Source: an optimization exercise on an open RTL-to-GDS flow (aim: small area). Production flows keep margins and buffers that such runs may drop. The RTL was checked by simulation tests, not by an equivalence proof against the original design. No activity file was given, so power comes from the tool's default toggle rates.

==> job 9940 <==
==> flow/design.v <==
package pifo_geom_pkg;
    localparam int NUM_RINGS = 28;
    localparam int RING_LEN  = 3;
    localparam int NUM_SLOTS = NUM_RINGS * RING_LEN;    
    localparam int CAPACITY  = 84;
    localparam int OCC_W     = 7;
endpackage
package pifo_node_pkg;
    localparam int PRIO_W  = 12;
    localparam int TAG_W   = 4;                  
    localparam int ENTRY_W = TAG_W + PRIO_W;     
    localparam int HALF_W  = 8;
    localparam int WIN_W   = 6;
    localparam logic [2*HALF_W-1:0] INV_MASK = 16'hFCFC;
    localparam logic [ENTRY_W-1:0] EMPTY_ENTRY = 16'h0FFF;
endpackage
`timescale 1ns/10ps
module pifo_min_select
(
    input  logic i_cand,
    input  logic i_b1_n,
    input  logic i_b0_n,
    input  logic i_z1_n,
    input  logic i_z0_n,
    output logic o_t0x_n,
    output logic o_t00_n,
    output logic o_tx0_n,
    output logic o_cand
);
    logic drop0_n;       
    logic drop1;         
    pifo_g_nand2 u_t0x (.a(i_cand), .b(i_b1_n), .y(o_t0x_n));
    pifo_g_nand3 u_t00 (.a(i_cand), .b(i_b1_n), .c(i_b0_n), .y(o_t00_n));
    pifo_g_nand2 u_tx0 (.a(i_cand), .b(i_b0_n), .y(o_tx0_n));
    pifo_g_o21ai u_k0 (.a1(i_b0_n), .a2(i_z0_n), .b1(i_cand), .y(drop0_n));
    pifo_g_nor2  u_d1 (.a(i_b1_n), .b(i_z1_n), .y(drop1));
    pifo_g_nor2  u_k1 (.a(drop0_n), .b(drop1), .y(o_cand));
endmodule
`timescale 1ns/10ps
module pifo_g_nand2 (input logic a, b, output logic y);
    assign y = ~(a & b);
endmodule
module pifo_g_nand3 (input logic a, b, c, output logic y);
    assign y = ~(a & b & c);
endmodule
module pifo_g_nor2 (input logic a, b, output logic y);
    assign y = ~(a | b);
endmodule
module pifo_g_o21ai (input logic a1, a2, b1, output logic y);
    assign y = ~((a1 | a2) & b1);
endmodule
`timescale 1ns/10ps
import pifo_geom_pkg::*;
import pifo_node_pkg::*;
module pifo_top
(
    input  logic               i_clk,
    input  logic               i_arst_n,
    input  logic               i_push,
    input  logic [ENTRY_W-1:0] i_push_data,
    input  logic               i_pop,
    output logic               o_pop_valid,
    output logic [ENTRY_W-1:0] o_pop_data
);
    localparam int NS = NUM_SLOTS;
    logic [2*HALF_W-1:0] slot_q [NS];    
    logic [NS-1:0]       valid_q;
    logic [NS-1:0]       cand_q;         
    logic [ENTRY_W-1:0]  pend_q;         
    logic                pend_v_q;
    logic                pend_c_q;       
    logic                pcmp_q;         
    logic [PRIO_W-1:0]   min_prio_q;
    logic [WIN_W-1:0]    z_hi_q;         
    logic [TAG_W-1:0]    pop_tag_q;
    logic [OCC_W-1:0]    occ_q;
    logic                phase_q;
    logic                pop_q;          
    logic                empty_q;        
    logic                wait_q;         
    logic                run2_q;         
    logic push_acc;
    logic pop_cmd;
    assign push_acc = i_push && !i_pop && (occ_q != OCC_W'(CAPACITY));
    assign pop_cmd  = i_pop && !i_push;
    always_ff @(posedge i_clk or negedge i_arst_n) begin
        if (!i_arst_n) begin
            occ_q       <= '0;
            pop_q       <= 1'b0;
            o_pop_valid <= 1'b0;
            pcmp_q      <= 1'b0;
            phase_q     <= 1'b0;
            wait_q      <= 1'b0;
            run2_q      <= 1'b0;
        end else begin
            if (push_acc) begin
                occ_q <= occ_q + 1'b1;
            end else if (pop_cmd && occ_q != '0) begin
                occ_q <= occ_q - 1'b1;
            end
            pop_q       <= pop_cmd;
            o_pop_valid <= pop_q;
            pcmp_q      <= push_acc;
            phase_q     <= !phase_q;
            wait_q      <= pop_q && phase_q && !multi;
            run2_q      <= search_start && !multi_pop;
        end
    end
    always_ff @(posedge i_clk) begin
        empty_q <= (occ_q == '0);
        if (push_acc) begin
            pend_q <= i_push_data;
        end
    end
    logic [NUM_RINGS-1:0] ring_ins;
    logic                 ins_any;
    logic                 new_min;
    logic [2*HALF_W-1:0]  pend_word;
    always_comb begin
        logic taken;
        taken = 1'b0;
        for (int r = 0; r < NUM_RINGS; r++) begin
            ring_ins[r] = pend_v_q && !valid_q[r*RING_LEN + RING_LEN-1] && !taken;
            taken       = taken || !valid_q[r*RING_LEN + RING_LEN-1];
        end
        ins_any = pend_v_q && taken;
    end
    assign new_min = pcmp_q && (pend_q[PRIO_W-1:0] < min_prio_q);
    assign pend_word = INV_MASK ^ (phase_q ?
        {pend_q[11:6], pend_q[15:14], pend_q[5:0], pend_q[13:12]} :
        {pend_q[5:0], pend_q[13:12], pend_q[11:6], pend_q[15:14]});
    always_ff @(posedge i_clk or negedge i_arst_n) begin
        if (!i_arst_n) begin
            pend_v_q <= 1'b0;
        end else begin
            pend_v_q <= push_acc || (pend_v_q && !ins_any);
        end
    end
    always_ff @(posedge i_clk) begin
        if (pcmp_q) begin
            pend_c_q <= new_min;
        end
    end
    logic              search_start;
    logic              searching;
    logic [WIN_W-1:0]  z;
    logic [NS-1:0]     s_res;
    assign search_start = !phase_q && (pop_q || wait_q);
    assign searching    = search_start || run2_q;
    logic [3:0][NS-1:0] c_step;
    logic [NS-1:0] t0x [3];
    logic [NS-1:0] t00 [3];
    logic [NS-1:0] tx0 [3];
    assign c_step[3] = search_start ? (valid_q & ~cand_q) : cand_q;
    always_ff @(posedge i_clk) begin
        z_hi_q <= z;
    end
    for (genvar p = 0; p < 3; p++) begin : g_step
        logic z1, z0;
        assign z1 = searching && !(&t0x[p]);
        assign z0 = searching && (z1 ? !(&t00[p]) : !(&tx0[p]));
        for (genvar s = 0; s < NS; s++) begin : g_slot
            pifo_min_select u_bits (
                .i_cand  (c_step[p+1][s]),
                .i_b1_n  (slot_q[s][2*HALF_W-WIN_W+2*p+1]),
                .i_b0_n  (slot_q[s][2*HALF_W-WIN_W+2*p]),
                .i_z1_n  (!z1),
                .i_z0_n  (!z0),
                .o_t0x_n (t0x[p][s]),
                .o_t00_n (t00[p][s]),
                .o_tx0_n (tx0[p][s]),
                .o_cand  (c_step[p][s])
            );
        end
        assign z[2*p+1] = z1;
        assign z[2*p]   = z0;
    end
    assign s_res = c_step[0];
    localparam int GRP = 12;
    localparam int NG  = NS / GRP;
    logic [NS-1:0] seen_before;
    logic [NS-1:0] first;
    logic          multi;
    logic          multi_pop;
    always_comb begin
        logic seen;
        seen = 1'b0;
        for (int g = 0; g < NG; g++) begin
            logic in_seen;
            in_seen = seen;
            for (int i = 0; i < GRP; i++) begin
                seen_before[g*GRP+i] = in_seen;
                in_seen              = in_seen || cand_q[g*GRP+i];
            end
            seen = seen || (|cand_q[g*GRP +: GRP]);
        end
        first = cand_q & ~seen_before;
        multi = |(cand_q & seen_before);
    end
    assign multi_pop = pop_q && multi && !empty_q;     
    always_ff @(posedge i_clk or negedge i_arst_n) begin
        if (!i_arst_n) begin
            min_prio_q <= '1;
        end else begin
            if (run2_q) begin
                min_prio_q <= {~z_hi_q, ~z};
            end else if (new_min) begin
                min_prio_q <= pend_q[PRIO_W-1:0];
            end
        end
    end
    always_ff @(posedge i_clk or negedge i_arst_n) begin
        if (!i_arst_n) begin
            valid_q <= '0;
        end else begin
            for (int r = 0; r < NUM_RINGS; r++) begin
                for (int k = 0; k < RING_LEN; k++) begin
                    int s, src;
                    s   = r*RING_LEN + k;
                    src = (k == 0) ? r*RING_LEN + RING_LEN-1 : s - 1;
                    if (k == 0 && ring_ins[r]) begin
                        valid_q[s] <= 1'b1;
                    end else begin
                        valid_q[s] <= valid_q[src] && !(pop_q && first[src]);
                    end
                end
            end
        end
    end
    always_ff @(posedge i_clk) begin
        for (int r = 0; r < NUM_RINGS; r++) begin
            for (int k = 0; k < RING_LEN; k++) begin
                int s, src;
                s   = r*RING_LEN + k;
                src = (k == 0) ? r*RING_LEN + RING_LEN-1 : s - 1;
                if (k == 0 && ring_ins[r]) begin
                    slot_q[s] <= pend_word;
                    cand_q[s] <= pcmp_q ? new_min : pend_c_q;
                end else begin
                    slot_q[s] <= {slot_q[src][HALF_W-1:0], slot_q[src][2*HALF_W-1:HALF_W]};
                    cand_q[s] <= multi_pop ? (cand_q[src] && seen_before[src]) : (s_res[src] && !new_min);
                end
            end
        end
    end
    localparam int TB = 4;                   
    localparam logic [4*TB-1:0] TAG_POS = {4'd9, 4'd8, 4'd1, 4'd0};
    logic [TB-1:0] tag_rd;
    for (genvar b = 0; b < TB; b++) begin : g_tag
        logic [NS-1:0]        sel_n;
        logic [NUM_RINGS-1:0] ring_hit;
        for (genvar s = 0; s < NS; s++) begin : g_s
            pifo_g_nand2 u_sel (.a(first[s]), .b(slot_q[s][TAG_POS[4*b +: 4]]), .y(sel_n[s]));
        end
        for (genvar r = 0; r < NUM_RINGS; r++) begin : g_r
            pifo_g_nand3 u_ring (.a(sel_n[3*r]), .b(sel_n[3*r+1]), .c(sel_n[3*r+2]), .y(ring_hit[r]));
        end
        assign tag_rd[b] = |ring_hit;
    end
    logic [1:0] tag_up;
    logic [1:0] tag_lo;
    assign tag_up = tag_rd[3:2];
    assign tag_lo = tag_rd[1:0];
    always_ff @(posedge i_clk) begin
        if (pop_q) begin
            pop_tag_q <= empty_q ? EMPTY_ENTRY[ENTRY_W-1:PRIO_W] :
                         (phase_q ? {tag_lo, tag_up} : {tag_up, tag_lo});
        end
    end
    assign o_pop_data = {pop_tag_q, min_prio_q};
endmodule
==> flow/run.sh <==
#!/bin/bash
# synth_recipe.tcl (not shown) runs the flow's synth.tcl, then flattens the netlist and writes it again
# the make line also repeats each setting of config.mk as NAME=value (left out here)
make -C /OpenROAD-flow-scripts/flow DESIGN_CONFIG=/design/flow/config.mk WORK_HOME=/design/flow/orfs CLKGATE_MAP_FILE= SYNTH_SCRIPT=/design/flow/synth_recipe.tcl finish
==> flow/config.mk <==
export PLATFORM = sky130hd
export DESIGN_NAME = pifo_top
export DESIGN_NICKNAME = pifo_top
export VERILOG_FILES = /design/flow/design.v
export SDC_FILE = /design/flow/constraint.sdc
export NUM_CORES = 4
export LEC_CHECK = 0
export ABC_AREA = 1
export CAP_MARGIN = 20
export CORE_MARGIN = 2
export CORE_UTILIZATION = 60
export CTS_CLUSTER_DIAMETER = 100
export CTS_CLUSTER_SIZE = 24
export SLEW_MARGIN = 20
export SYNTH_HIERARCHICAL = 1
export SYNTH_MINIMUM_KEEP_SIZE = 0
==> flow/constraint.sdc <==
create_clock -name core_clock -period 12.0 [get_ports {i_clk}]
set_input_delay 2.4000 -clock core_clock [delete_from_list [all_inputs] [get_ports {i_clk}]]
set_output_delay 2.4000 -clock core_clock [all_outputs]
set_load 0.01 [all_outputs]
==> job 2107: changes against job 9940 <==
--- a/flow/config.mk
+++ b/flow/config.mk
@@ -10,5 +10,5 @@
 export CORE_MARGIN = 2
-export CORE_UTILIZATION = 60
+export CORE_UTILIZATION = 40
 export CTS_CLUSTER_DIAMETER = 100
-export CTS_CLUSTER_SIZE = 24
+export CTS_CLUSTER_SIZE = 28
 export SLEW_MARGIN = 20
==> job 1491: changes against job 9940 <==
--- a/flow/config.mk
+++ b/flow/config.mk
@@ -10,5 +10,6 @@
 export CORE_MARGIN = 2
-export CORE_UTILIZATION = 60
+export CORE_UTILIZATION = 40
 export CTS_CLUSTER_DIAMETER = 100
-export CTS_CLUSTER_SIZE = 24
+export CTS_CLUSTER_SIZE = 28
+export GPL_TIMING_DRIVEN = 0
 export SLEW_MARGIN = 20
==> notes <==
- Job 1491 finished with timing, DRC and antenna clean. Job 9940 completed without violations. Job 2107 finished clean.
- Register-to-register slack: job 1491 < job 2107 < job 9940.
- Design area: job 1491 > job 2107 > job 9940.
- Power, highest first: job 1491, job 9940, job 2107.
- Of job 9940 and job 1491, job 9940 has the higher utilization (gap 21 points).
==> figures <==
item	job 1491	job 2107	job 9940
Wire length after detailed routing	187 mm	173 mm	165 mm
Peak supply drop	127 uV	153 uV	129 uV
Instance count after placement with tap cells included	8249	8102	7502
Hold Slack	0.319 ns	0.314 ns	0.310 ns
Layout non-clock buf frac	2.85%	1.52%	1.67%
Number of antenna violations at the first check in global routing	9	9	11
Slack of the worst reg-to-reg path	0.21 ns	0.53 ns	0.71 ns
Skew-Pair Late Insertion Delay	0.72 ns	0.72 ns	0.70 ns
Via count of the first global-routing pass	41100	40400	39600
Status	timing/DRC/antenna clean	timing/DRC/antenna clean	timing/DRC/antenna clean

==> static timing again, ports no longer ideal <==
No port has a modelled driver above. Below, the same layouts with a new extraction and two added sets of constraints.
Step 1 (the two cells are an assumption about what drives the block):
set clk [get_ports {i_clk}]
set_driving_cell -lib_cell sky130_fd_sc_hd__clkbuf_16 $clk
set_driving_cell -lib_cell sky130_fd_sc_hd__buf_2 [delete_from_list [all_inputs] $clk]
Step 2 moves the port delays by t, midway between the first and last clock arrival at a register: inputs arrive t later, outputs are due t later. That takes back most of the time a late clock gives input paths.
a / b / c = ideal / step 1 / step 2; a / b = the first two.
| run | t, ns | setup slack, ns | latest minus earliest clock arrival (ns) | worst data-port slew with drivers (ns) | pins driven straight from the clock port |
|---|---|---|---|---|---|
| job 9940 | 0.746 | 0.711 / 0.711 / 0.711 | 0.046 / 0.046 | 0.05 | 1 |
| job 2107 | 0.768 | 0.530 / 0.530 / 0.530 | 0.054 / 0.054 | 0.05 | 1 |
| job 1491 | 0.777 | 0.213 / 0.213 / 0.213 | 0.043 / 0.042 | 0.05 | 1 |
After both steps setup and hold are still met in every run listed.
